Context: an optimization exercise on an open-source flow, tuned for small area. The choices shown serve that exercise and are no tape-out recipe. At most, simulation tests tie the RTL to the original design; equivalence was not proved. Power is estimated from default activity; no workload was simulated.

the previous run:
==> module sent_host_if, before the edit <==
module sent_host_if (
  input  logic                clk,
  input  logic                rst,
  input  logic                cfg_vld,      
  input  sent_pkg::sent_cfg_t cfg,          
  input  logic                frame_vld,    
  input  logic                engine_idle,  
  input  logic                fifo_empty,   
  output logic                wr,           
  output sent_pkg::sent_cfg_t active_cfg    
);
  sent_pkg::sent_cfg_t cfg_pend;  
  logic                pend;      
  logic                apply;     
  assign apply = pend && engine_idle && fifo_empty;
  always_ff @(posedge clk)
  begin
    if (cfg_vld)
      cfg_pend <= cfg;  
  end
  always_ff @(posedge clk or posedge rst)
  begin
    if (rst)
      pend <= 1'b0;
    else if (cfg_vld)
      pend <= 1'b1;  
    else if (apply)
      pend <= 1'b0;
  end
  logic dflt;  
  always_ff @(posedge clk or posedge rst)
  begin
    if (rst)
      dflt <= 1'b1;
    else
      dflt <= 1'b0;
  end
  always_ff @(posedge clk)
  begin
    if (dflt)
    begin
      active_cfg.ctick_len <= 8'd3;
      active_cfg.ltick_len <= 8'd4;
      active_cfg.pause_en  <= 1'b0;
      active_cfg.pause_len <= 10'd12;
    end
    else if (apply)
      active_cfg <= cfg_pend;
  end
  assign wr = frame_vld;
endmodule
==> module sent_frame_fifo, before the edit <==
module sent_frame_fifo (
  input  logic                  clk,
  input  logic                  rst,
  input  logic                  wr,       
  input  sent_pkg::sent_frame_t wdata,    
  input  logic                  pop,      
  input  logic                  done,     
  output sent_pkg::sent_frame_t cur,      
  output logic                  empty,    
  output logic                  full      
);
  localparam int DEPTH = 32;
  localparam int NST   = DEPTH + 1;  
  localparam int CW    = $clog2(DEPTH) + 1;
  logic [CW-1:0] cnt;
  logic          empty_now;
  logic          full_now;
  logic          wr_ok;
  logic          rd_ok;
  assign empty_now = (cnt == '0);
  assign full_now  = cnt[CW-1];
  assign wr_ok = wr && !full_now;
  assign rd_ok = pop && !empty_now;
  always_ff @(posedge clk or posedge rst)
  begin
    if (rst)
      cnt <= '0;
    else if (wr_ok != rd_ok)
      cnt <= rd_ok ? cnt - 1'b1 : cnt + 1'b1;
  end
  always_ff @(posedge clk or posedge rst)
  begin
    if (rst)
    begin
      empty <= 1'b1;
      full  <= 1'b0;
    end
    else
    begin
      empty <= empty_now;
      full  <= full_now;
    end
  end
  logic [NST-1:0][30:0] st;    
  logic [NST-1:0]       vld;
  logic [NST-1:0]       room;  
  logic [NST:0]         mv;    
  logic [NST-1:0]       keep;  
  assign room[0] = !vld[0];  
  assign mv[0]   = 1'b0;
  genvar i;
  generate
    for (i = 1; i < NST; i++)
    begin : g_room
      assign room[i] = !vld[i] || room[i-1];
      assign mv[i]   = vld[i] && room[i-1];
    end
  endgenerate
  assign mv[NST] = wr_ok;
  generate
    for (i = 0; i < NST; i++)
    begin : g_st
      logic [30:0] din;
      assign keep[i] = vld[i] && !(i == 0 ? done : mv[i]);
      assign din     = (i == NST-1) ? wdata : st[(i == NST-1) ? i : i+1];
      always_ff @(posedge clk or posedge rst)
      begin
        if (rst)
          vld[i] <= 1'b0;
        else
          vld[i] <= keep[i] || mv[i+1];
      end
      always_ff @(posedge clk)
        st[i] <= (st[i] & {31{keep[i]}}) | (din & {31{mv[i+1]}});
    end
  endgenerate
  assign cur = st[0];
endmodule
export LEC_CHECK = 0
export ABC_AREA = 1
export CAP_MARGIN = 20
export CORE_MARGIN = 2
export CORE_UTILIZATION = 70
export PLACE_DENSITY = 0.8
export SLEW_MARGIN = 20
create_clock -name core_clock -period 10.0 [get_ports {clk}]
standard.sh (not shown) runs the stock make flow with config.mk's settings and CLKGATE_MAP_FILE= SYNTH_SCRIPT=/design/flow/synth_recipe.tcl, a recipe that flattens the netlist after the stock synthesis.
==> flow/flow/run.sh <==
#!/bin/bash
# Standard ORFS layout with three changes:
#  - after the standard synthesis, the combinational logic is re-mapped with ABC's
#    area mapper (flip-flops untouched, see remap.tcl);
#  - port buffers use the smallest buffer cell;
#  - the clock tree uses small clock buffers in tight sink clusters, no dummy loads.
set -euo pipefail
R=orfs/results/$FLOW_PLATFORM/sent_tx/base
LIB=$FLOW_HOME/platforms/$FLOW_PLATFORM/lib/sky130_fd_sc_hd__tt_025C_1v80.lib
bash standard.sh synth > standard_synth.log 2>&1
cp $R/1_2_yosys.v standard_1_2_yosys.v
DU=$(sed -n '/^export DONT_USE_CELLS += \\/,/^#/p' $FLOW_HOME/platforms/$FLOW_PLATFORM/config.mk | grep -o 'sky130_fd_sc_hd__[a-z0-9_]*' | sed 's/^/-dont_use /' | tr '\n' ' ')
LIB=$LIB IN=standard_1_2_yosys.v OUT=remapped.v TOP=$FLOW_TOP SCR=flow/nf.scr DU="$DU" \
  yosys -c flow/remap.tcl > remap.log 2>&1
cp remapped.v $R/1_2_yosys.v
touch $R/1_2_yosys.v
CTS="-sink_clustering_enable -repair_clock_nets -dont_use_dummy_load"
CTS="$CTS -buf_list sky130_fd_sc_hd__clkbuf_4 -sink_clustering_size 10 -sink_clustering_max_diameter 40"
bash standard.sh "CTS_ARGS=$CTS" "BUFFER_PORTS_ARGS=-buffer_cell sky130_fd_sc_hd__buf_1" finish > standard_flow.log 2>&1
cp orfs/logs/*/sent_tx/base/*.log . 2>/dev/null || true
==> flow/flow/nf.scr <==
strash
&get -n
&dch
&nf -a -R 1000
&put
topo
==> flow/flow/remap.tcl <==
# Re-map the combinational cells of the standard synthesis netlist with ABC's
# area-oriented &nf mapper. Flip-flops and tie cells stay as they are (same
# instances, names and cell types); only the logic between them is re-mapped.
yosys -import
set lib $::env(LIB)
read_liberty -ignore_miss_func -overwrite $lib
read_verilog $::env(IN)
hierarchy -top $::env(TOP)
foreach c [split [string trim [tee -q -s result.string select -list-mod =A:*]] "\n"] { }
set seq {}
foreach m [split [string trim [tee -q -s result.string select -list-mod =*]] "\n"] {
  if {[string match "sky130_fd_sc_hd__*df*" $m] || [string match "sky130_fd_sc_hd__conb*" $m] || [string match "sky130_fd_sc_hd__dl*" $m]} {
    blackbox $m
  }
}
flatten
opt_clean
abc -liberty $lib -script $::env(SCR) {*}$::env(DU)
opt_clean -purge
stat -liberty $lib
write_verilog -noattr $::env(OUT)
The following lists how the current run was set up differently from the previous run:
--- a/flow/design.v
+++ b/flow/design.v
@@ -49,23 +49,15 @@
       pend <= 1'b0;
     else if (cfg_vld)
       pend <= 1'b1;  
     else if (apply)
       pend <= 1'b0;
   end
-  logic dflt;  
   always_ff @(posedge clk or posedge rst)
   begin
     if (rst)
-      dflt <= 1'b1;
-    else
-      dflt <= 1'b0;
-  end
-  always_ff @(posedge clk)
-  begin
-    if (dflt)
     begin
       active_cfg.ctick_len <= 8'd3;
       active_cfg.ltick_len <= 8'd4;
       active_cfg.pause_en  <= 1'b0;
       active_cfg.pause_len <= 10'd12;
     end
@@ -122,13 +114,13 @@
   end
   logic [NST-1:0][30:0] st;    
   logic [NST-1:0]       vld;
   logic [NST-1:0]       room;  
   logic [NST:0]         mv;    
   logic [NST-1:0]       keep;  
-  assign room[0] = !vld[0];  
+  assign room[0] = !vld[0] || done;
   assign mv[0]   = 1'b0;
   genvar i;
   generate
     for (i = 1; i < NST; i++)
     begin : g_room
       assign room[i] = !vld[i] || room[i-1];
Notes after the runs:
The current run -> the previous run: die footprint flat
The current run: global-route usage 0.42 points below the previous run
The estimated power of the current run ends up higher than the estimate for the previous run.
The current run — mean number of vias per cell about 0.3% higher, the previous run as reference
Diff the previous run and the current run: post-route minimum period lower in the previous run
The current run has minimum setup slack after placement below what the previous run had.
Diff the previous run -> the current run | multi-input combinational cell count | down by a few percent
Diff the previous run -> the current run: synthesized area roughly the same, flop-to-flop setup slack now sits lower, number of buffers and inverters on the critical path moved down.
Taking the previous run as the reference point, the number of logic inverters in the finished layout of the current run rises by 2.
The previous run vs the current run, capturing element of the worst setup path: u_fifo.st[891]$_DFF_P_ vs u_fifo.st[1004]$_DFF_P_
The fraction of standard cell area that is sequential on the previous run is in line with that on the current run.
Synthesized instance count (the current run vs. the previous run) decreases slightly
For the previous run, only the layout was checked, not whether the RTL still works.

---

== the baseline ==
Another version of the RTL of sent_tx (not shown whole).
For scale: roughly 2700 cells after synthesis, roughly 65 I/O pins.
==> module sent_frame_fifo, before the edit <==
module sent_frame_fifo (
  input  logic                  clk,
  input  logic                  rst,
  input  logic                  wr,       
  input  sent_pkg::sent_frame_t wdata,    
  input  logic                  pop,      
  input  logic                  done,     
  output sent_pkg::sent_frame_t cur,      
  output logic                  empty,    
  output logic                  full      
);
  localparam int DEPTH = 32;
  localparam int NST   = DEPTH + 1;  
  localparam int CW    = $clog2(DEPTH) + 1;
  logic [CW-1:0] cnt;
  logic          empty_now;
  logic          full_now;
  logic          wr_ok;
  logic          rd_ok;
  assign empty_now = (cnt == '0);
  assign full_now  = cnt[CW-1];
  assign wr_ok = wr && !full_now;
  assign rd_ok = pop && !empty_now;
  always_ff @(posedge clk or posedge rst)
  begin
    if (rst)
      cnt <= '0;
    else if (wr_ok != rd_ok)
      cnt <= rd_ok ? cnt - 1'b1 : cnt + 1'b1;
  end
  always_ff @(posedge clk or posedge rst)
  begin
    if (rst)
    begin
      empty <= 1'b1;
      full  <= 1'b0;
    end
    else
    begin
      empty <= empty_now;
      full  <= full_now;
    end
  end
  logic [NST-1:0][30:0] st;    
  logic [NST-1:0]       vld;
  logic [NST-1:0]       room;  
  logic [NST:0]         mv;    
  logic [NST-1:0]       keep;  
  logic [30:0]          wfrm;  
  assign wfrm = {wdata.len[2:1], wdata.len[0] | (wdata.len == 3'd0), wdata.status, wdata.data};
  assign room[0] = !vld[0];  
  assign mv[0]   = 1'b0;
  genvar i;
  generate
    for (i = 1; i < NST; i++)
    begin : g_room
      assign room[i] = !vld[i] || room[i-1];
      assign mv[i]   = vld[i] && room[i-1];
    end
  endgenerate
  assign mv[NST] = wr_ok;
  generate
    for (i = 0; i < NST; i++)
    begin : g_st
      logic [30:0] din;
      logic [30:0] nxt;
      assign vld[i]  = (st[i][30:28] != 3'd0);
      assign keep[i] = vld[i] && !(i == 0 ? done : mv[i]);
      assign din     = (i == NST-1) ? wfrm : st[(i == NST-1) ? i : i+1];
      assign nxt = (st[i] & {31{keep[i]}}) | (din & {31{mv[i+1]}});
      always_ff @(posedge clk or posedge rst)
      begin
        if (rst)
          st[i][30:28] <= 3'd0;
        else
          st[i][30:28] <= nxt[30:28];
      end
      always_ff @(posedge clk)
        st[i][27:0] <= nxt[27:0];
    end
  endgenerate
  assign cur = st[0];
endmodule
export LEC_CHECK = 0
export ABC_AREA = 1
export CAP_MARGIN = 20
export CORE_MARGIN = 2
export CORE_UTILIZATION = 70
export PLACE_DENSITY = 0.8
export SLEW_MARGIN = 20
create_clock -name core_clock -period 10.0 [get_ports {clk}]
Scripts as last shown in full above: flow/flow/run.sh, flow/flow/nf.scr, flow/flow/remap.tcl
For the candidate, these inputs were changed with respect to the baseline:
diff --git a/flow/design.v b/flow/design.v
--- a/flow/design.v
+++ b/flow/design.v
@@ -123,41 +123,65 @@
   logic [NST-1:0][30:0] st;    
   logic [NST-1:0]       vld;
   logic [NST-1:0]       room;  
   logic [NST:0]         mv;    
   logic [NST-1:0]       keep;  
-  logic [30:0]          wfrm;  
-  assign wfrm = {wdata.len[2:1], wdata.len[0] | (wdata.len == 3'd0), wdata.status, wdata.data};
-  assign room[0] = !vld[0];  
-  assign mv[0]   = 1'b0;
-  genvar i;
+  localparam int RG = 4;
+  localparam int NG = (NST + RG - 1) / RG;
+  logic [NG-1:0] groom;  
+  genvar i, g;
+  generate
+    for (g = 0; g < NG; g++)
+    begin : g_grp
+      logic [RG-1:0] loc;  
+      for (i = 0; i < RG; i++)
+      begin : g_loc
+        if (g*RG + i < NST)
+        begin : g_in
+          if (i == 0)
+            assign loc[i] = !vld[g*RG];
+          else
+            assign loc[i] = loc[i-1] || !vld[g*RG + i];
+          if (g == 0)
+            assign room[g*RG + i] = loc[i];
+          else
+            assign room[g*RG + i] = loc[i] || groom[g-1];
+        end
+        else
+        begin : g_out
+          assign loc[i] = loc[i-1];
+        end
+      end
+      if (g == 0)
+        assign groom[g] = loc[RG-1];
+      else
+        assign groom[g] = loc[RG-1] || groom[g-1];
+    end
+  endgenerate
+  assign mv[0] = 1'b0;
   generate
     for (i = 1; i < NST; i++)
-    begin : g_room
-      assign room[i] = !vld[i] || room[i-1];
-      assign mv[i]   = vld[i] && room[i-1];
+    begin : g_mv
+      assign mv[i] = vld[i] && room[i-1];
     end
   endgenerate
   assign mv[NST] = wr_ok;
   generate
     for (i = 0; i < NST; i++)
     begin : g_st
       logic [30:0] din;
-      logic [30:0] nxt;
-      assign vld[i]  = (st[i][30:28] != 3'd0);
       assign keep[i] = vld[i] && !(i == 0 ? done : mv[i]);
-      assign din     = (i == NST-1) ? wfrm : st[(i == NST-1) ? i : i+1];
-      assign nxt = (st[i] & {31{keep[i]}}) | (din & {31{mv[i+1]}});
+      assign din     = (i == NST-1) ? wdata : st[(i == NST-1) ? i : i+1];
       always_ff @(posedge clk or posedge rst)
       begin
         if (rst)
-          st[i][30:28] <= 3'd0;
+          vld[i] <= 1'b0;
         else
-          st[i][30:28] <= nxt[30:28];
+          vld[i] <= keep[i] || mv[i+1];
       end
       always_ff @(posedge clk)
-        st[i][27:0] <= nxt[27:0];
+        st[i] <= (st[i] & {31{keep[i]}}) | (din & {31{mv[i+1]}});
     end
   endgenerate
   assign cur = st[0];
 endmodule
 `default_nettype wire
Results
Delta(setup slack after layout, the candidate - the baseline) < 0. The number of optimization iterations in the first detailed-route pass number comes out lower for the candidate vs the baseline. Of the two values seen for source of the critical timing path, u_fifo.vld[0] was produced by the candidate and u_fifo.st[123] by the baseline. ~same fraction of layout instances using a drive strength above 1 in the candidate and the baseline. Against the baseline, routed length on met2 in the candidate rose slightly. Cell total after placement: higher on the baseline. Synthesized cell count in the candidate is 106 lower than in the baseline. Area overhead of the layout relative to synthesis in the candidate vs the baseline: down 0.65 points. Comparing the candidate and the baseline, the lower placed wire-length estimate was measured on the baseline. Comparing the candidate and the baseline, the lower non-clock buffer area fraction after layout was measured on the candidate.
Function was not checked in any run of this note: the RTL went through the layout flow alone.

[separate check: timing with driven ports]
No port has a modelled driver above. Below, the same layouts with a new extraction and two added sets of constraints. Step 1 sets driving cells, clkbuf_16 on the clock port and buf_2 on the other inputs (assumed; they add their load-dependent delay and slew). Step 2 times the ports against the registers' clock, not the clock port: input delays grow and output delays shrink by t, the midpoint of the rising clock arrivals with the driver on. Three values: ideal, step 1, step 2; two values: the first two.
| run | t (ns) | slack for setup (ns) | hold slack, ns |
|---|---|---|---|
| the previous run | 1.055 | 1.438 / 1.438 / 1.438 | 0.454 / 0.454 / 0.454 |
| the current run | 1.028 | 0.806 / 0.806 / 0.806 | 0.457 / 0.457 / 0.457 |
| the baseline | 1.058 | 0.986 / 0.986 / 0.986 | 0.446 / 0.446 / 0.446 |
| the candidate | 1.039 | 0.639 / 0.639 / 0.639 | 0.424 / 0.424 / 0.424 |
After both steps every run listed still meets setup and hold.
